Context: an optimization exercise on an open-source flow, tuned for small area, a short achievable clock period and few clock cycles per item. The choices shown serve that exercise and are no tape-out recipe. The RTL was checked by simulation tests, not by an equivalence proof against the original design. Power figures rest on the tool's default switching activity, not on a simulated workload.

## flow/design.v (module list and top-level ports; edited modules follow where they fit)
// module rv_regfile: 39 lines
// module rv_alu: 33 lines
// module rv_mul_unit: 1167 lines
// module rv_decode_stage: 159 lines
// module rv_exec_stage: 70 lines
// module rv_core: 92 lines
module rv_core (
    input  logic        clk,
    input  logic        rst,
    input  logic        instr_valid,
    output logic        instr_ready,
    input  logic [31:0] instr,
    output logic        wb_valid,
    output logic [4:0]  wb_rd,
    output logic [31:0] wb_data
);
  // ...
==> flow/run.sh <==
#!/bin/bash
# synth_recipe.tcl (not shown) runs the flow's synth.tcl, then flattens the netlist and writes it again
# the make line also repeats each setting of config.mk as NAME=value (left out here)
make -C /OpenROAD-flow-scripts/flow DESIGN_CONFIG=/design/flow/config.mk WORK_HOME=/design/flow/orfs CLKGATE_MAP_FILE= SYNTH_SCRIPT=/design/flow/synth_recipe.tcl finish
==> flow/config.mk <==
export PLATFORM = sky130hd
export DESIGN_NAME = rv_core
export DESIGN_NICKNAME = rv_core
export VERILOG_FILES = /design/flow/design.v
export SDC_FILE = /design/flow/constraint.sdc
export NUM_CORES = 4
export LEC_CHECK = 0
export ABC_AREA = 1
export CAP_MARGIN = 20
export CORE_MARGIN = 2
export CORE_UTILIZATION = 40
export SETUP_SLACK_MARGIN = 2.5
export SLEW_MARGIN = 20
==> flow/constraint.sdc <==
create_clock -name core_clock -period 6.0 [get_ports {clk}]
set_input_delay 1.2000 -clock core_clock [delete_from_list [all_inputs] [get_ports {clk}]]
set_output_delay 1.2000 -clock core_clock [all_outputs]
set_load 0.01 [all_outputs]
==> flow_metrics.tcl, run 1 <==
set metrics [dict create \
    met3_usage_pct 18.6 \
    startpoint_type "register" \
    syn_avg_cell_area_sq_um 9.58 \
    root_buffer "clkbuf_16" \
    grt_use_met1_pct 50.3 \
    synthTopCellsByCount "nand2_1 (1631), edfxtp_1 (1086), inv_1 (1069), nor2_1 (497), o22ai_1 (479)" \
    dr_total_vias 73200 \
    syn_to_final_growth_pct 15.0 \
    avgViaCountPerCell 6.61 \
    yosys.area.top_type "edfxtp_1" \
    tap-cell-count 2542 \
    syn-num-nets 8533 \
    crit_path_end_kind "register" \
    min_from "exec_i.ex_rd[0]" \
    post_cts_buffers 34 \
    drt_iter0_markers 16400 \
    worst_hold_slack_ns 0.418 \
    status "finished clean" \
    cp_max_fo 17 \
    yosys-mux-area-fraction_pct 0 \
    synth_compound_area_share_pct 12.6 \
    largest_registers "regfile_i.regs x992, exec_i.mul_i.s1_q x167" \
    largestClassByArea "registers" \
    setup_tns_ns 0 \
    stdcell_count 11100 \
    top_power_group "sequential cells" \
    n_all_inverters 1117 \
    rrSetupSlack_ns 2.10 \
    crit_chain "nand2_1 -> inv_2 -> buf_4 -> nand2_1 -> nand2_1 -> nor4_1 -> nand4_1 -> a211oi_4 -> a21oi_1" \
]
Testbench counts, summed over its fixed seeds: cycles 17,560, instrs 16,504.
==> module rv_decode_stage, before the edit <==
module rv_decode_stage (
    input  logic              clk,
    input  logic              rst,
    input  logic              instr_valid,
    output logic              instr_ready,
    input  rv_pkg::xlen_t     instr,
    output logic [31:1]       rf_sel1,
    output logic [31:1]       rf_sel2,
    input  rv_pkg::xlen_t     rf_data1,
    input  rv_pkg::xlen_t     rf_data2,
    input  logic              ex_we,
    input  logic              ex_is_mul,
    input  rv_pkg::reg_idx_t  ex_rd,
    input  rv_pkg::xlen_t     ex_result,
    input  logic              m2_we,
    input  logic              m2_is_mul,
    input  rv_pkg::reg_idx_t  m2_rd,
    input  rv_pkg::xlen_t     m2_alu,
    input  logic              wb_we,
    input  rv_pkg::reg_idx_t  wb_rd,
    input  rv_pkg::xlen_t     wb_data,
    output logic              id_we,
    output rv_pkg::reg_idx_t  id_rd,
    output logic              id_is_mul,
    output rv_pkg::alu_ctrl_t id_ctrl,
    output rv_pkg::xlen_t     id_op_a,
    output rv_pkg::xlen_t     id_op_b
);
    rv_pkg::xlen_t ir;
    logic          ir_valid;
    logic          ready;
    logic [6:0]    opcode;
    logic [2:0]    funct3;
    logic [6:0]    funct7;
    logic          is_lui;
    logic          is_opimm;
    logic          is_op;
    logic          legal;
    logic          alt;
    logic          use_rs1;
    logic          use_rs2;
    logic          rd_nz;
    logic          in_use_rs1;
    logic          in_use_rs2;
    logic          in_dep_d;
    logic          in_dep_ex;
    logic          wait2;
    rv_pkg::xlen_t imm;
    rv_pkg::reg_idx_t rs1;
    rv_pkg::reg_idx_t rs2;
    logic          ex_hit1, ex_hit2;
    logic          m2_hit1, m2_hit2;
    logic          wb_hit1, wb_hit2;
    logic          rf_use1, rf_use2;
    rv_pkg::xlen_t early1, early2;
    assign opcode = ir[6:0];
    assign funct3 = ir[14:12];
    assign funct7 = ir[31:25];
    assign rs1    = ir[19:15];
    assign rs2    = ir[24:20];
    assign is_lui   = opcode == OPC_LUI;
    assign is_opimm = opcode == OPC_OP_IMM;
    assign is_op    = opcode == OPC_OP;
    assign alt      = funct7 == FUNCT7_ALT;
    assign use_rs1  = is_opimm || is_op;
    assign use_rs2  = is_op;
    assign rd_nz    = ir[11:7] != '0;
    always_comb begin
        legal = 1'b0;
        if (is_lui) begin
            legal = 1'b1;
        end else if (is_opimm) begin
            if (funct3 == F3_SLL) begin
                legal = funct7 == FUNCT7_BASE;
            end else if (funct3 == F3_SRL_SRA) begin
                legal = (funct7 == FUNCT7_BASE) || alt;
            end else begin
                legal = 1'b1;
            end
        end else if (is_op) begin
            if (funct7 == FUNCT7_BASE) begin
                legal = 1'b1;
            end else if (alt) begin
                legal = (funct3 == F3_ADD_SUB) || (funct3 == F3_SRL_SRA);
            end else if (funct7 == FUNCT7_MULDIV) begin
                legal = funct3 == F3_ADD_SUB;
            end
        end
    end
    assign id_we     = ir_valid && legal && rd_nz && ready;
    assign id_rd     = ir[11:7];
    assign id_is_mul = is_op && funct7 == FUNCT7_MULDIV;
    always_comb begin
        id_ctrl          = '0;
        id_ctrl[C_ADD]   = is_lui || funct3 == F3_ADD_SUB;
        id_ctrl[C_SLT]   = !is_lui && funct3 == F3_SLT;
        id_ctrl[C_SLTU]  = !is_lui && funct3 == F3_SLTU;
        id_ctrl[C_SFT]   = !is_lui && (funct3 == F3_SLL || funct3 == F3_SRL_SRA);
        id_ctrl[C_XOR]   = !is_lui && funct3 == F3_XOR;
        id_ctrl[C_OR]    = !is_lui && funct3 == F3_OR;
        id_ctrl[C_AND]   = !is_lui && funct3 == F3_AND;
        id_ctrl[C_INV_B] = !is_lui && (funct3 == F3_SLT || funct3 == F3_SLTU
                                       || (is_op && alt && funct3 == F3_ADD_SUB));
        id_ctrl[C_SFT_L] = funct3 == F3_SLL;
        id_ctrl[C_SFT_A] = alt;
    end
    assign imm = is_lui ? {ir[31:12], 12'b0} : {{20{ir[31]}}, ir[31:20]};
    assign in_use_rs1 = instr[6:0] == OPC_OP_IMM || instr[6:0] == OPC_OP;
    assign in_use_rs2 = instr[6:0] == OPC_OP;
    assign in_dep_d   = (in_use_rs1 && instr[19:15] == ir[11:7])
                        || (in_use_rs2 && instr[24:20] == ir[11:7]);
    assign in_dep_ex  = (in_use_rs1 && instr[19:15] == ex_rd)
                        || (in_use_rs2 && instr[24:20] == ex_rd);
    assign instr_ready = ready;
    always_ff @(posedge clk) begin
        if (rst) begin
            ir_valid <= 1'b0;
            ready    <= 1'b1;
            wait2    <= 1'b0;
        end else begin
            if (ready) begin
                ir_valid <= instr_valid;
            end
            if (ready) begin
                wait2 <= instr_valid && ir_valid && legal && rd_nz && id_is_mul && in_dep_d;
                ready <= !(instr_valid && ((ir_valid && legal && rd_nz && id_is_mul && in_dep_d)
                                           || (ex_we && ex_is_mul && in_dep_ex)));
            end else begin
                wait2 <= 1'b0;
                ready <= !wait2;
            end
        end
    end
    always_ff @(posedge clk) begin
        if (ready) begin
            ir <= instr;
        end
    end
    always_ff @(posedge clk) begin
        if (ready) begin
            for (int i = 1; i < 32; i++) begin
                rf_sel1[i] <= instr[19:15] == i;
                rf_sel2[i] <= instr[24:20] == i;
            end
        end
    end
    assign ex_hit1 = ex_we && ex_rd == rs1;
    assign ex_hit2 = ex_we && ex_rd == rs2;
    assign m2_hit1 = m2_we && m2_rd == rs1;
    assign m2_hit2 = m2_we && m2_rd == rs2;
    assign wb_hit1 = wb_we && wb_rd == rs1;
    assign wb_hit2 = wb_we && wb_rd == rs2;
    assign rf_use1 = use_rs1 && !ex_hit1 && !m2_hit1 && !wb_hit1;
    assign rf_use2 = use_rs2 && !ex_hit2 && !m2_hit2 && !wb_hit2;
    assign early1  = !use_rs1 || ex_hit1 ? '0 : m2_hit1 ? m2_alu : wb_hit1 ? wb_data : '0;
    assign early2  = !use_rs2 ? imm : ex_hit2 ? '0 : m2_hit2 ? m2_alu : wb_hit2 ? wb_data : '0;
    assign id_op_a = ({32{use_rs1 && ex_hit1}} & ex_result) | early1 | ({32{rf_use1}} & rf_data1);
    assign id_op_b = ({32{use_rs2 && ex_hit2}} & ex_result) | early2 | ({32{rf_use2}} & rf_data2);
endmodule
==> module rv_exec_stage, before the edit <==
module rv_exec_stage (
    input  logic              clk,
    input  logic              rst,
    input  logic              id_we,
    input  rv_pkg::reg_idx_t  id_rd,
    input  logic              id_is_mul,
    input  rv_pkg::alu_ctrl_t id_ctrl,
    input  rv_pkg::xlen_t     id_op_a,
    input  rv_pkg::xlen_t     id_op_b,
    output logic              ex_we,
    output logic              ex_is_mul,
    output rv_pkg::reg_idx_t  ex_rd,
    output rv_pkg::xlen_t     ex_result,
    output logic              m2_we,
    output logic              m2_is_mul,
    output rv_pkg::reg_idx_t  m2_rd,
    output rv_pkg::xlen_t     m2_alu,
    output logic              wb_valid,
    output rv_pkg::reg_idx_t  wb_rd,
    output rv_pkg::xlen_t     wb_data,
    output logic [31:1]       wb_wen
);
    rv_pkg::alu_ctrl_t ex_ctrl;
    rv_pkg::xlen_t     ex_a;
    rv_pkg::xlen_t     ex_b;
    rv_pkg::xlen_t     m2_result;
    rv_alu alu_i (
        .ctrl   (ex_ctrl),
        .a      (ex_a),
        .b      (ex_b),
        .result (ex_result)
    );
    rv_mul_unit mul_i (
        .clk       (clk),
        .load      (id_is_mul),
        .ex_is_mul (ex_is_mul),
        .alu       (ex_result),
        .a_in      (id_op_a),
        .b_in      (id_op_b),
        .product   (m2_result),
        .m2_alu    (m2_alu)
    );
    always_ff @(posedge clk) begin
        if (rst) begin
            ex_we    <= 1'b0;
            m2_we    <= 1'b0;
            wb_valid <= 1'b0;
        end else begin
            ex_we    <= id_we;
            m2_we    <= ex_we;
            wb_valid <= m2_we;
        end
    end
    always_ff @(posedge clk) begin
        for (int i = 1; i < 32; i++) begin
            wb_wen[i] <= !rst && m2_we && m2_rd == i;
        end
    end
    always_ff @(posedge clk) begin
        ex_rd     <= id_rd;
        ex_is_mul <= id_is_mul;
        ex_ctrl   <= id_ctrl;
        ex_a      <= id_op_a;
        ex_b      <= id_op_b;
        m2_rd     <= ex_rd;
        m2_is_mul <= ex_is_mul;
        wb_rd     <= m2_rd;
        wb_data   <= m2_result;
    end
endmodule
==> run 2: changes to the inputs <==
--- a/flow/design.v
+++ b/flow/design.v
@@ -105,26 +105,23 @@
                   | ({32{ctrl[C_OR]}}  & (a | b))
                   | ({32{ctrl[C_AND]}} & (a & b))
                   | {31'b0, (ctrl[C_SLT] & lt_s) | (ctrl[C_SLTU] & lt_u)};
 endmodule
 `timescale 1ns/10ps
 import rv_pkg::*;
 module rv_mul_unit (
     input  logic          clk,
-    input  logic          load,
     input  logic          ex_is_mul,
     input  rv_pkg::xlen_t alu,
-    input  rv_pkg::xlen_t a_in,
-    input  rv_pkg::xlen_t b_in,
+    input  rv_pkg::xlen_t a,
+    input  rv_pkg::xlen_t b,
     output rv_pkg::xlen_t product,
     output rv_pkg::xlen_t m2_alu
 );
-    rv_pkg::xlen_t a;
-    rv_pkg::xlen_t b;
     logic [15:0] one;
     logic [15:0] two;
     logic [15:0] neg;
     logic [32:0] bx;
     logic [32:0] ax;
     logic [1:0] top;
     logic [31:0] pp0;
     logic [29:0] pp1;
@@ -602,28 +599,24 @@
     logic bc455;
     logic bs456;
     logic bc457;
     logic bs458;
     logic bc459;
     logic bs460;
     logic bc461;
     logic bs462;
-    always_ff @(posedge clk) begin
-        a <= a_in & {32{load}};
-        b <= b_in & {32{load}};
-    end
     assign bx = {b, 1'b0};
     assign ax = {a, 1'b0};
     always_comb begin
         for (int i = 0; i < 16; i++) begin
-            one[i] = bx[2*i+1] ^ bx[2*i];
-            two[i] = (bx[2*i+2] & !bx[2*i+1] & !bx[2*i])
-                   | (!bx[2*i+2] & bx[2*i+1] & bx[2*i]);
-            neg[i] = bx[2*i+2];
+            one[i] = ex_is_mul & (bx[2*i+1] ^ bx[2*i]);
+            two[i] = ex_is_mul & ((bx[2*i+2] & !bx[2*i+1] & !bx[2*i])
+                                  | (!bx[2*i+2] & bx[2*i+1] & bx[2*i]));
+            neg[i] = ex_is_mul & bx[2*i+2];
         end
     end
     assign pp0 = (({32{one[0]}} & ax[32:1]) | ({32{two[0]}} & ax[31:0])) ^ {32{neg[0]}};
     assign pp1 = (({30{one[1]}} & ax[30:1]) | ({30{two[1]}} & ax[29:0])) ^ {30{neg[1]}};
     assign pp2 = (({28{one[2]}} & ax[28:1]) | ({28{two[2]}} & ax[27:0])) ^ {28{neg[2]}};
     assign pp3 = (({26{one[3]}} & ax[26:1]) | ({26{two[3]}} & ax[25:0])) ^ {26{neg[3]}};
     assign pp4 = (({24{one[4]}} & ax[24:1]) | ({24{two[4]}} & ax[23:0])) ^ {24{neg[4]}};
     assign pp5 = (({22{one[5]}} & ax[22:1]) | ({22{two[5]}} & ax[21:0])) ^ {22{neg[5]}};
@@ -1418,22 +1411,33 @@
     always_ff @(posedge clk) begin
         if (ready) begin
             for (int i = 1; i < 32; i++) begin
                 rf_sel1[i] <= instr[19:15] == i;
                 rf_sel2[i] <= instr[24:20] == i;
             end
         end
     end
-    assign ex_hit1 = ex_we && ex_rd == rs1;
-    assign ex_hit2 = ex_we && ex_rd == rs2;
-    assign m2_hit1 = m2_we && m2_rd == rs1;
-    assign m2_hit2 = m2_we && m2_rd == rs2;
-    assign wb_hit1 = wb_we && wb_rd == rs1;
-    assign wb_hit2 = wb_we && wb_rd == rs2;
+    always_ff @(posedge clk) begin
+        if (ready) begin
+            ex_hit1 <= id_we && ir[11:7] == instr[19:15];
+            ex_hit2 <= id_we && ir[11:7] == instr[24:20];
+            m2_hit1 <= ex_we && ex_rd == instr[19:15];
+            m2_hit2 <= ex_we && ex_rd == instr[24:20];
+            wb_hit1 <= m2_we && m2_rd == instr[19:15];
+            wb_hit2 <= m2_we && m2_rd == instr[24:20];
+        end else begin
+            ex_hit1 <= 1'b0;
+            ex_hit2 <= 1'b0;
+            m2_hit1 <= ex_hit1;
+            m2_hit2 <= ex_hit2;
+            wb_hit1 <= m2_hit1;
+            wb_hit2 <= m2_hit2;
+        end
+    end
     assign rf_use1 = use_rs1 && !ex_hit1 && !m2_hit1 && !wb_hit1;
     assign rf_use2 = use_rs2 && !ex_hit2 && !m2_hit2 && !wb_hit2;
     assign early1  = !use_rs1 || ex_hit1 ? '0 : m2_hit1 ? m2_alu : wb_hit1 ? wb_data : '0;
     assign early2  = !use_rs2 ? imm : ex_hit2 ? '0 : m2_hit2 ? m2_alu : wb_hit2 ? wb_data : '0;
     assign id_op_a = ({32{use_rs1 && ex_hit1}} & ex_result) | early1 | ({32{rf_use1}} & rf_data1);
     assign id_op_b = ({32{use_rs2 && ex_hit2}} & ex_result) | early2 | ({32{rf_use2}} & rf_data2);
 endmodule
 `timescale 1ns/10ps
@@ -1467,21 +1471,20 @@
     rv_alu alu_i (
         .ctrl   (ex_ctrl),
         .a      (ex_a),
         .b      (ex_b),
         .result (ex_result)
     );
     rv_mul_unit mul_i (
         .clk       (clk),
-        .load      (id_is_mul),
         .ex_is_mul (ex_is_mul),
         .alu       (ex_result),
-        .a_in      (id_op_a),
-        .b_in      (id_op_b),
+        .a         (ex_a),
+        .b         (ex_b),
         .product   (m2_result),
         .m2_alu    (m2_alu)
     );
     always_ff @(posedge clk) begin
         if (rst) begin
             ex_we    <= 1'b0;
             m2_we    <= 1'b0;
             wb_valid <= 1'b0;
--- a/flow/config.mk
+++ b/flow/config.mk
@@ -4,10 +4,12 @@
 export VERILOG_FILES = /design/flow/design.v
 export SDC_FILE = /design/flow/constraint.sdc
 export NUM_CORES = 4
 export LEC_CHECK = 0
 export ABC_AREA = 1
 export CAP_MARGIN = 20
 export CORE_MARGIN = 2
 export CORE_UTILIZATION = 40
+export CTS_CLUSTER_DIAMETER = 100
+export CTS_CLUSTER_SIZE = 25
 export SETUP_SLACK_MARGIN = 2.5
 export SLEW_MARGIN = 20
==> run 2 against run 1 <==
Compared with the run above: first-iteration DRC count decreased by 3.0%; largest power group unchanged; sequential cell count decreased by 58; setup slack improved by 0.16 ns; synthesized cell count decreased by 1.1%; maximum frequency increased by 4.2%; global-route usage increased by 1.0 points; clock-buffer cell count decreased by 112; wire length increased by 0.20%; critical endpoint is now exec_i.ex_a[21]; clock skew increased by 0.0075 ns; worst hold slack got worse by 0.021 ns; critical path depth decreased by 1; largest cell class unchanged.
==> flow_metrics.tcl, run 2 <==
set metrics [dict create \
    routed_wl_mm 403 \
    die-area_sq_um 194000 \
    syn-num-nets 8440 \
    wl_per_cell_um 37.6 \
    cp_slowest_cell "inv_2" \
    start_util_pct 40.2 \
    p_leak_nw 33.7 \
    ys_ff_latch 1449 \
    cts_sinks 1449 \
    period_share_pct 62.3 \
    crit_family "simple AND/OR/NAND/NOR gates" \
    startpoint "regfile_i.written[5]" \
    power.internal_mw 13.6 \
    syn_to_final_growth_pct 10.8 \
    worstReg2RegStart "regfile_i.written[5]" \
    grt_start_max_net_pins 64 \
    top_register "regfile_i.regs" \
    synthArstFlopShare_pct 0 \
    power_density_nw_per_um2 216 \
    drt_iter0_markers 15900 \
    crit_chain "nand2_1 -> inv_2 -> nand2_1 -> nand4_1 -> nor2_1 -> nand2_1 -> a21oi_1 -> nand2_1" \
    period_needed_ns 3.74 \
    fp-row-count 160 \
    max_cap_violations 0 \
    hpwl_mm 253 \
    finalHoldViolations 0 \
    holdPathEnd "exec_i.m2_rd[3]" \
    tightest_slew_ns 1.31 \
    cp_max_fo 19 \
    peakVddDrop_mv 0.231 \
    rsz0062_at_grt "yes" \
    min_from "exec_i.ex_rd[3]" \
    coreArea_sq_um 190000 \
    yosysSeqAreaShare_pct 52.2 \
    hold_path_class "reg -> reg" \
    dr_total_vias 72000 \
    die_height_um 441 \
    setup_tns_ns 0 \
    grt_use_total_pct 40.2 \
    dieWidth_um 441 \
    finalSetupViolCount 0 \
    arrival_ns 4.43 \
    power_switching_mw 4.72 \
    yosys.area.top_type "edfxtp_1" \
    cts_buffers 69 \
    startpoint_type "register" \
    status "finished clean" \
    rrSetupSlack_ns 2.26 \
    root_buffer "clkbuf_16" \
    worstPathRequired_ns 6.69 \
    layout_common_cells "nand2_1 (1612), edfxtp_1 (1086), inv_1 (990)" \
    io_buffers 73 \
    largest_register_ffs 992 \
    final_common_cell "nand2_1" \
    synth-edff-count 1086 \
    postRouteAntennaNets 0 \
    crit_type "reg -> reg" \
    cts_max_path_buffers 3 \
    worst_hold_slack_ns 0.397 \
    holdPathStages 0 \
    yosysTopAreaCellShare_pct 42.7 \
    worstPathBufferInverterCount 1 \
    slowest_delay_ns 1.01 \
    pwr-share-clk_pct 31.3 \
    largest_registers "regfile_i.regs x992, exec_i.mul_i.s1_q x167" \
    synth_ff_type "edfxtp_1" \
    max_freq_ghz 0.267 \
    cp_common_cell "nand2_1" \
    synth_cell_types 61 \
    avgViaCountPerCell 6.72 \
    grt_pass1_wl_mm 536 \
    antenna_found_initial 40 \
    clk_pin_slew_worst_paths_ns 0.11 \
    drcViolationCount 0 \
    pin_count 74 \
    p_comb_share_pct 7.5 \
    max_slew_margin_pct 12.6 \
    pwr-share-seq_pct 61.2 \
    h-tree-depth 3 \
    synthTopCellsByCount "nand2_1 (1667), edfxtp_1 (1086), inv_1 (1047), nor2_1 (511), o22ai_1 (454)" \
    swShare_pct 25.8 \
    cts_tree "yes" \
    reg2regPathDepth 8 \
    yosys-top-cells-area "edfxtp_1 (43%), dfxtp_1 (9.5%), nand2_1 (8.2%)" \
    skew_ns 0.0710 \
    syn_avg_cell_area_sq_um 9.48 \
    drtPass1Iterations 14 \
    drive_above_1_share_pct 9.70 \
    cts_hold_buf 0 \
    synth.most_common_cell "nand2_1" \
    gr-total-overflow 0 \
    clock_latency_ns 0.79 \
    yosysWarnings 6 \
    grt_pass1_vias 64200 \
    syn_inst 8059 \
    maxSlewViolCount 0 \
    crit_path_end_kind "register" \
    gp_congestion 1.04 \
    synth.cell_area_sq_um 76400 \
    nNetsFinal 8485 \
    r2r_end "exec_i.ex_a[21]" \
]
## run 2: cells by family (layout without fill, tap and decap cells)
family          Yosys count  in the layout  share of synthesized area [%]
simple gates           3023           3025                           16.9
buf+inv                1489           1564                           7.50
flops                  1449           1449                           52.2
compound gates         1411           1411                           11.9
fa+ha+maj               346            346                           7.55
xor+xnor                341            341                           3.93
other cells               0             69                              0
## run 2: stage by stage
| stage | cell area (sq um) | util, % | setup WS (ns) | power [mW] | cells |
|---|---|---|---|---|---|
| after floorplan | 76400 | - | 2.72 | 11.9 | 8059 |
| after global placement | 80500 | 42.4 | 1.57 | 12.6 | 10500 |
| after detailed placement | 80500 | 42.4 | 1.61 | 12.6 | 10500 |
| after CTS | 83600 | 44.0 | 2.45 | 18.1 | 10600 |
| after global routing | 84500 | 44.5 | 2.38 | 18.6 | 10700 |
| final | 84600 | 44.5 | 2.26 | 18.3 | 10700 |
## run 2: power groups by stage
stage	clock (mW)	combinational [mW]	sequential, mW
6_report	5.73	1.37	11.2
5_1_grt	5.97	1.42	11.2
4_1_cts	5.67	1.25	11.2
3_5_place_dp	0	1.18	11.4
3_3_place_gp	0	1.18	11.4
2_1_floorplan	0	0.527	11.4
## run 2: worst max-delay path by stage
stage                             end  slack, ns  cells past startpoint
6_report              exec_i.ex_a[21]       2.26                      8
5_1_grt            exec_i.wb_data[22]       2.38                     18
2_1_floorplan      exec_i.wb_data[30]       2.72                     13
4_1_cts                   wb_data[24]       2.45                      1
3_3_place_gp       exec_i.wb_data[26]       1.57                     11
3_5_place_dp   exec_i.mul_i.s1_q[156]       1.61                     11
## run 2: cell type report
cell class | count | area (sq um)
fillers | 18100 | 105000
flip-flops and latches | 1449 | 40100
multi-input cells | 5123 | 32000
inverters | 1096 | 4190
well taps | 2511 | 3140
repair buffers | 362 | 3000
clock buffers | 94 | 1860
diodes | 69 | 173
clock inverters | 9 | 151
repair inverters | 3 | 15.0
## run 2: per-layer routing
layer  GRT usage [%]  vias up  share of wire [%]
li1                -    27900                  -
met1            52.7    34500                 35
met2            52.4     7747                 38
met5            1.02        -               0.14
met3            18.5     1812                 18
met4            26.7       30                8.5
## run 2: repair_timing
item	4_1_cts	5_1_grt
pin swaps	52	53
gates resized for setup	216	177
buffers inserted	32	26
endpoints found under the setup margin	135	107
gates cloned	3	2
Testbench counts of run 2, summed over its fixed seeds: cycles 17,560, instrs 16,504.
==> run 3: changes to the inputs <==
--- a/flow/design.v
+++ b/flow/design.v
@@ -1324,6 +1324,8 @@
     logic          m2_hit1, m2_hit2;
     logic          wb_hit1, wb_hit2;
     logic          rf_use1, rf_use2;
+    logic [7:0]    rs1_hi, rs2_hi;
+    logic [3:0]    rs1_lo, rs2_lo;
     rv_pkg::xlen_t early1, early2;
     assign opcode = ir[6:0];
     assign funct3 = ir[14:12];
@@ -1410,10 +1412,20 @@
     end
     always_ff @(posedge clk) begin
         if (ready) begin
-            for (int i = 1; i < 32; i++) begin
-                rf_sel1[i] <= instr[19:15] == i;
-                rf_sel2[i] <= instr[24:20] == i;
+            for (int i = 0; i < 8; i++) begin
+                rs1_hi[i] <= instr[19:17] == i;
+                rs2_hi[i] <= instr[24:22] == i;
             end
+            for (int i = 0; i < 4; i++) begin
+                rs1_lo[i] <= instr[16:15] == i;
+                rs2_lo[i] <= instr[21:20] == i;
+            end
+        end
+    end
+    always_comb begin
+        for (int i = 1; i < 32; i++) begin
+            rf_sel1[i] = rs1_hi[i / 4] & rs1_lo[i % 4];
+            rf_sel2[i] = rs2_hi[i / 4] & rs2_lo[i % 4];
         end
     end
     always_ff @(posedge clk) begin
==> run 3 against run 2 <==
Compared with the run above: worst hold slack gained 0.00093 ns; clock power is 0.7% lower; clock skew fell by 0.00081 ns; global-route usage is 1.6 points lower; critical path depth up 2; utilization fell by 0.062 points; maximum frequency down 0.16%; still clean on timing, DRC and antenna; wire length is 7.5% lower; synthesized area decreased by 3.8%; non-clock buffer count up 6; sequential power down 4%.
==> flow_metrics.tcl, run 3 <==
set metrics [dict create \
    crit_family "simple AND/OR/NAND/NOR gates" \
    largest_registers "regfile_i.regs x992, exec_i.mul_i.s1_q x167" \
    tightest_slew_ns 1.37 \
    multi_input_area_sq_um 30900 \
    dieWidth_um 433 \
    yosys.area_share.simple_pct 14.7 \
    io_buffers 73 \
    hpwl_mm 234 \
    grt_start_max_net_pins 67 \
    period_needed_ns 3.75 \
    synth.most_common_cell "nand2_1" \
    yosysWarnings 6 \
    dp.cells 9663 \
    syn_to_final_growth_pct 10.6 \
    cts_hold_buf 0 \
    place_area_sq_um 77500 \
    avgViaCountPerCell 6.87 \
    yosysSeqAreaShare_pct 52.7 \
    period_share_pct 62.5 \
    synth-edff-count 1048 \
    layout_common_cells "nand2_1 (1181), edfxtp_1 (1048), inv_1 (724)" \
    arrival_ns 4.37 \
    clock_latency_ns 0.78 \
    status "finished clean" \
    routed_wl_mm 373 \
    synthTopCellsByCount "nand2_1 (1197), edfxtp_1 (1048), inv_1 (747), nand3_1 (536), nor2_1 (448)" \
    grt_use_total_pct 38.6 \
    worstPathBufferInverterCount 3 \
    grt_pass1_wl_mm 496 \
    worstPathRequired_ns 6.62 \
    final_util_pct 44.5 \
    power_density_nw_per_um2 219 \
    max_cap_violations 0 \
    cp_max_fo 18 \
    synth_cell_types 62 \
    synth_ff_type "edfxtp_1" \
    peakVddDrop_mv 0.241 \
    p_leak_nw 32.0 \
    skew_ns 0.0702 \
    cp_slowest_cell "edfxtp_1" \
    worst_hold_slack_ns 0.398 \
    synth_compound_area_share_pct 14.2 \
    hold_path_class "reg -> reg" \
    gp_congestion 1.03 \
    wl_per_cell_um 37.8 \
    synth.cell_area_sq_um 73400 \
    pin_count 74 \
    root_buffer "clkbuf_16" \
    grt_pass1_vias 60900 \
    fp-row-count 157 \
    final_common_cell "nand2_1" \
    cts_sinks 1411 \
    max_freq_ghz 0.267 \
    synth_xor_area_share_pct 4.11 \
    top_register "regfile_i.regs" \
    gr-total-overflow 0 \
    postRouteAntennaNets 0 \
    register_area_sq_um 38900 \
    max_slew_margin_pct 8.33 \
    nNetsFinal 7784 \
    setup_tns_ns 0 \
    antenna_found_initial 35 \
    finalSetupViolCount 0 \
    drcViolationCount 0 \
    finalHoldViolations 0 \
    largest_register_ffs 992 \
    crit_type "reg -> reg" \
    stdcell_count 9860 \
    yosysTopAreaCellShare_pct 42.8 \
    fillers 17300 \
    startpoint_type "register" \
    fin_area_sq_um 81300 \
    ys_ff_latch 1411 \
    coreArea_sq_um 183000 \
    cts_tree "yes" \
    crit_chain "nand3_1 -> buf_4 -> inv_2 -> buf_4 -> nand2_1 -> o2111ai_1 -> nor4_1 -> nand4_1 -> a21oi_1 -> nand2_1" \
    slowest_delay_ns 0.59 \
    crit_path_end_kind "register" \
    drive_above_1_share_pct 9.48 \
    drt_iter0_markers 15400 \
    syn_inst 7336 \
    synth_top_family_by_area "simple AND/OR/NAND/NOR gates" \
    yosys.area.top_type "edfxtp_1" \
    rsz0062_at_grt "yes" \
    cts_buffers 69 \
    dr_total_vias 67700 \
    h-tree-depth 3 \
    yosys-mux-area-fraction_pct 0 \
    clk_pin_slew_worst_paths_ns 0.11 \
    drtPass1Iterations 14 \
    start_util_pct 40.2 \
    synthAdderAreaFrac_pct 7.86 \
    cts_max_path_buffers 3 \
    syn_avg_cell_area_sq_um 10.0 \
    synthArstFlopShare_pct 0 \
    die_height_um 433 \
    maxSlewViolCount 0 \
    die-area_sq_um 187000 \
    yosys-top-cells-area "edfxtp_1 (43%), dfxtp_1 (9.9%), nand2_1 (6.1%)" \
    syn-num-nets 7717 \
]
-- run 3: routing by layer --
layer  wire length [um]  up-vias  global-route usage, %
li1                   -    26300                      -
met1             130000    32500                   49.5
met2             141000     7153                   50.3
met3              69600     1770                   19.7
met4              31600       32                   25.0
met5                360        -                  0.781
-- run 3: logic make-up (layout without fill, tap and decap cells) --
logic type      count (synthesis)  in the layout
simple gates                 2495           2495
compound gates               1542           1542
flops                        1411           1411
buf+inv                      1197           1296
fa+ha+maj                     346            346
xor+xnor                      345            345
other cells                     0             40
-- run 3: per-stage QoR --
stage	setup WS [ns]	total power, mW
after global placement	1.68	12.2
after floorplan	2.74	11.6
after CTS	2.46	17.6
final	2.25	17.8
after detailed placement	1.65	12.2
after global routing	2.33	18.1
-- run 3: path summary, 6_finish.rpt --
check                           from              end  slack [ns]  depth (start not counted)
setup / recovery  decode_i.rs2_lo[0]  exec_i.ex_b[12]        2.25                         10
hold reg to reg      exec_i.ex_rd[1]  exec_i.m2_rd[1]        0.40                          0
hold / removal       exec_i.ex_rd[1]  exec_i.m2_rd[1]        0.40                          0
setup reg to reg  decode_i.rs2_lo[0]  exec_i.ex_b[12]        2.25                         10
-- run 3: repair_timing --
item | 4_1_cts | 5_1_grt
cloned | 1 | 1
setup buffers | 11 | 41
setup endpoints to repair | 138 | 97
resized for setup | 103 | 189
pin swaps | 4 | 31
-- run 3: where the power goes --
group / switching [mW] / internal [mW]
Sequential: 0.171 / 10.7
Combinational: 0.909 / 0.351
Clock: 3.40 / 2.29
-- run 3: layout make-up --
class / count / share of cell area, %
Timing Repair Buffer: 368 / 3.80
Antenna cell: 40 / 0.123
Tap cell: 2385 / 3.67
Timing Repair inverter: 1 / 0.00616
Inverter: 824 / 3.92
Clock buffer: 91 / 2.28
Clock inverter: 12 / 0.277
Sequential cell: 1411 / 47.8
Multi-Input combinational cell: 4728 / 38.1
Testbench counts of run 3, summed over its fixed seeds: cycles 17,560, instrs 16,504.
==> run 4: changes to the inputs <==
--- a/flow/design.v
+++ b/flow/design.v
@@ -1476,6 +1476,8 @@
     output rv_pkg::xlen_t     wb_data,
     output logic [31:1]       wb_wen
 );
+    logic [7:0]        wb_whi;
+    logic [3:0]        wb_wlo;
     rv_pkg::alu_ctrl_t ex_ctrl;
     rv_pkg::xlen_t     ex_a;
     rv_pkg::xlen_t     ex_b;
@@ -1507,8 +1509,11 @@
         end
     end
     always_ff @(posedge clk) begin
-        for (int i = 1; i < 32; i++) begin
-            wb_wen[i] <= !rst && m2_we && m2_rd == i;
+        for (int i = 0; i < 8; i++) begin
+            wb_whi[i] <= !rst && m2_we && m2_rd[4:2] == i;
+        end
+        for (int i = 0; i < 4; i++) begin
+            wb_wlo[i] <= m2_rd[1:0] == i;
         end
     end
     always_ff @(posedge clk) begin
@@ -1522,6 +1527,11 @@
         wb_rd     <= m2_rd;
         wb_data   <= m2_result;
     end
+    always_comb begin
+        for (int i = 1; i < 32; i++) begin
+            wb_wen[i] = wb_whi[i / 4] & wb_wlo[i % 4];
+        end
+    end
 endmodule
 `timescale 1ns/10ps
 import rv_pkg::*;
--- a/flow/config.mk
+++ b/flow/config.mk
@@ -11,5 +11,5 @@
 export CORE_UTILIZATION = 40
 export CTS_CLUSTER_DIAMETER = 100
 export CTS_CLUSTER_SIZE = 25
-export SETUP_SLACK_MARGIN = 2.5
+export SETUP_SLACK_MARGIN = 2.8
 export SLEW_MARGIN = 20
==> run 4 against run 3 <==
Compared with the run above: cell area grew 2.9%; non-clock buffer count grew 139; combinational power grew 13%; register-to-register slack gained 0.11 ns; power shrank 0.36%; via count grew 2.5%; sequential power is essentially flat; largest cell class unchanged; largest power group unchanged.
==> flow_metrics.tcl, run 4 <==
set metrics [dict create \
    wl_per_cell_um 39.6 \
    final_common_cell "nand2_1" \
    post-place-ws_ns 1.43 \
    fin_area_sq_um 83600 \
    cts_buffers 67 \
    gr-total-overflow 0 \
    finalSetupViolCount 0 \
    grt_pass1_wl_mm 523 \
    finalHoldViolations 0 \
    drtPass1Iterations 9 \
    drcViolationCount 0 \
    grt_pass1_vias 62000 \
    largest_registers "regfile_i.regs x992, exec_i.mul_i.s1_q x167" \
    arrival_ns 4.30 \
    power_density_nw_per_um2 212 \
    max_slew_margin_pct 16.1 \
    synth_ff_type "edfxtp_1" \
    syn_to_final_growth_pct 14.3 \
    yosysSeqAreaShare_pct 52.4 \
    h-tree-depth 3 \
    gp_congestion 1.04 \
    place_area_sq_um 77500 \
    cts_sinks 1392 \
    cp_max_fo 4 \
    syn_avg_cell_area_sq_um 10.0 \
    start_util_pct 40.4 \
    setup_tns_ns 0 \
    routed_wl_mm 396 \
    hpwl_mm 249 \
    antenna_found_initial 43 \
    layout_common_cells "nand2_1 (1148), edfxtp_1 (1048), inv_1 (767)" \
    largest_register_ffs 992 \
    synth.most_common_cell "nand2_1" \
    root_buffer "clkbuf_16" \
    synthTopCellsByCount "nand2_1 (1200), edfxtp_1 (1048), inv_1 (836), nand3_1 (515), o22ai_1 (416)" \
    worstPathRequired_ns 6.66 \
    synth.cell_area_sq_um 73200 \
    startpoint_type "register" \
    drive_above_1_share_pct 13.5 \
    period_share_pct 60.7 \
    rsz0062_at_grt "yes" \
    crit_path_end_kind "register" \
    cts_hold_buf 0 \
    fp-row-count 156 \
    fillers 16700 \
    synthArstFlopShare_pct 0 \
    holdPathStages 0 \
    status "finished clean" \
    drt_iter0_markers 14900 \
    final.setup.worst_slack_ns 2.36 \
    top_register "regfile_i.regs" \
    nNetsFinal 7916 \
    reg2regPathDepth 17 \
    synth-edff-count 1048 \
    synth_cell_types 58 \
    io_buffers 73 \
    yosys-top-cells-area "edfxtp_1 (43%), dfxtp_1 (9.4%), nand2_1 (6.2%)" \
    grt_use_total_pct 40.9 \
    cts_tree "yes" \
    postRouteAntennaNets 0 \
    pin_count 74 \
    tightest_slew_ns 1.26 \
    yosysWarnings 6 \
    worst_hold_slack_ns 0.397 \
    ys_ff_latch 1392 \
    grt_start_max_net_pins 65 \
    yosys.area.top_type "edfxtp_1" \
    syn-num-nets 7693 \
    hold_path_class "reg -> reg" \
    peakVddDrop_mv 0.206 \
    skew_ns 0.0822 \
    coreArea_sq_um 181000 \
    dr_total_vias 69500 \
    yosysTopAreaCellShare_pct 43.0 \
    period_needed_ns 3.64 \
    avgViaCountPerCell 6.95 \
    max_freq_ghz 0.275 \
    syn_inst 7312 \
    p_leak_nw 33.1 \
    clk_pin_slew_worst_paths_ns 0.10 \
    crit_type "reg -> reg" \
    maxSlewViolCount 0 \
    max_cap_violations 0 \
    clock_latency_ns 0.78 \
    die_height_um 432 \
    die-area_sq_um 186000 \
    cts_max_path_buffers 3 \
    dieWidth_um 432 \
]
run 4: worst paths after layout:
check / end / start / slack [ns]
min reg2reg: exec_i.m2_rd[1] / exec_i.ex_rd[1] / 0.40
max reg2reg: exec_i.wb_data[31] / exec_i.mul_i.s1_q[24] / 2.36
max: exec_i.wb_data[31] / exec_i.mul_i.s1_q[24] / 2.36
min: exec_i.m2_rd[1] / exec_i.ex_rd[1] / 0.40
run 4: what timing repair did:
action	CTS	global route
setup buffers	99	84
cloned	8	8
pin swaps	63	80
endpoints found under the setup margin	227	133
resized for setup	352	265
run 4: final cells by class:
type                            instances  area, sq um  area share [%]
Sequential cell                      1392        38500            46.1
Multi-Input combinational cell       4662        31600            37.8
Timing Repair Buffer                  507         4760            5.69
Inverter                              902         3630            4.34
Tap cell                             2370         2970            3.55
Clock buffer                           80         1730            2.06
Clock inverter                         14          236           0.283
Antenna cell                           58          145           0.174
Timing Repair inverter                  3         25.0          0.0299
run 4: report_power, final:
group | switching, mW | leakage (nW) | internal [mW] | total (mW)
combinational | 0.991 | 19.3 | 0.436 | 1.43
sequential | 0.230 | 12.9 | 10.6 | 10.8
clock | 3.39 | 0.942 | 2.13 | 5.52
run 4: kinds of logic after synthesis:
kind of cell / Yosys count / synth area share [%]
buffers and inverters: 1262 / 6.71
XOR/XNOR: 341 / 4.10
flip-flops: 1392 / 52.4
adder cells (fa/ha/maj): 346 / 7.89
AND/OR/NAND/NOR: 2355 / 14.0
AO/OA/AOI/OAI: 1616 / 14.9
run 4: stage by stage:
stage / total power, mW / util [%] / instances
6_report: 17.7 / 46.1 / 9988
3_5_place_dp: 12.2 / 42.7 / 9636
4_1_cts: 17.5 / 45.0 / 9837
5_1_grt: 18.0 / 46.0 / 9936
2_1_floorplan: 11.5 / - / 7312
3_3_place_gp: 12.1 / 42.7 / 9635
run 4: worst max-delay path: stages (launching register included):
cell	delay (ns)
dfxtp_2	0.36
fa_2	0.61
fa_1	0.46
fa_1	0.51
ha_4	0.32
nand2_2	0.11
inv_1	0.12
a21oi_2	0.08
o21ai_4	0.19
nand2_2	0.09
nand3_4	0.10
nand2_2	0.06
nand2_2	0.08
nand2_2	0.05
nand2_2	0.06
nand2_1	0.05
nand2_1	0.08
xor2_1	0.19
run 4: routing by layer:
layer	track usage, %	share of wire, %	up-vias
met5	0.468	0.10	-
met4	27.1	8.8	43
met3	21.3	19	1922
met2	52.9	37	7639
met1	52.5	35	33300
li1	-	-	26500
Testbench counts of run 4, summed over its fixed seeds: cycles 17,560, instrs 16,504.

## static timing again, ports no longer ideal
No port has a modelled driver above. Below, the same layouts with a new extraction and two added sets of constraints. Step 1 assumes that a clkbuf_16 drives the clock port and a buf_2 every other input. Step 2 also shifts input and output timing later by t, the mid clock arrival at the registers, as if the neighbouring blocks saw the same clock. Three values: ideal ports, drivers, drivers and shift; two values: the first two.
run	shift t [ns]	setup slack, ns	worst setup path at the end
run 1	0.928	2.102 / 2.102 / 2.102	register to register
run 2	0.838	2.259 / 2.259 / 1.911	input to register
run 3	0.846	2.253 / 2.253 / 2.253	register to register
run 4	0.843	2.360 / 2.267 / 2.360	register to register
After both steps every run listed still meets setup and hold. For run 2, which loses most, drivers alone change the setup slack by 0.000 ns; drivers and shift together by -0.348 ns.
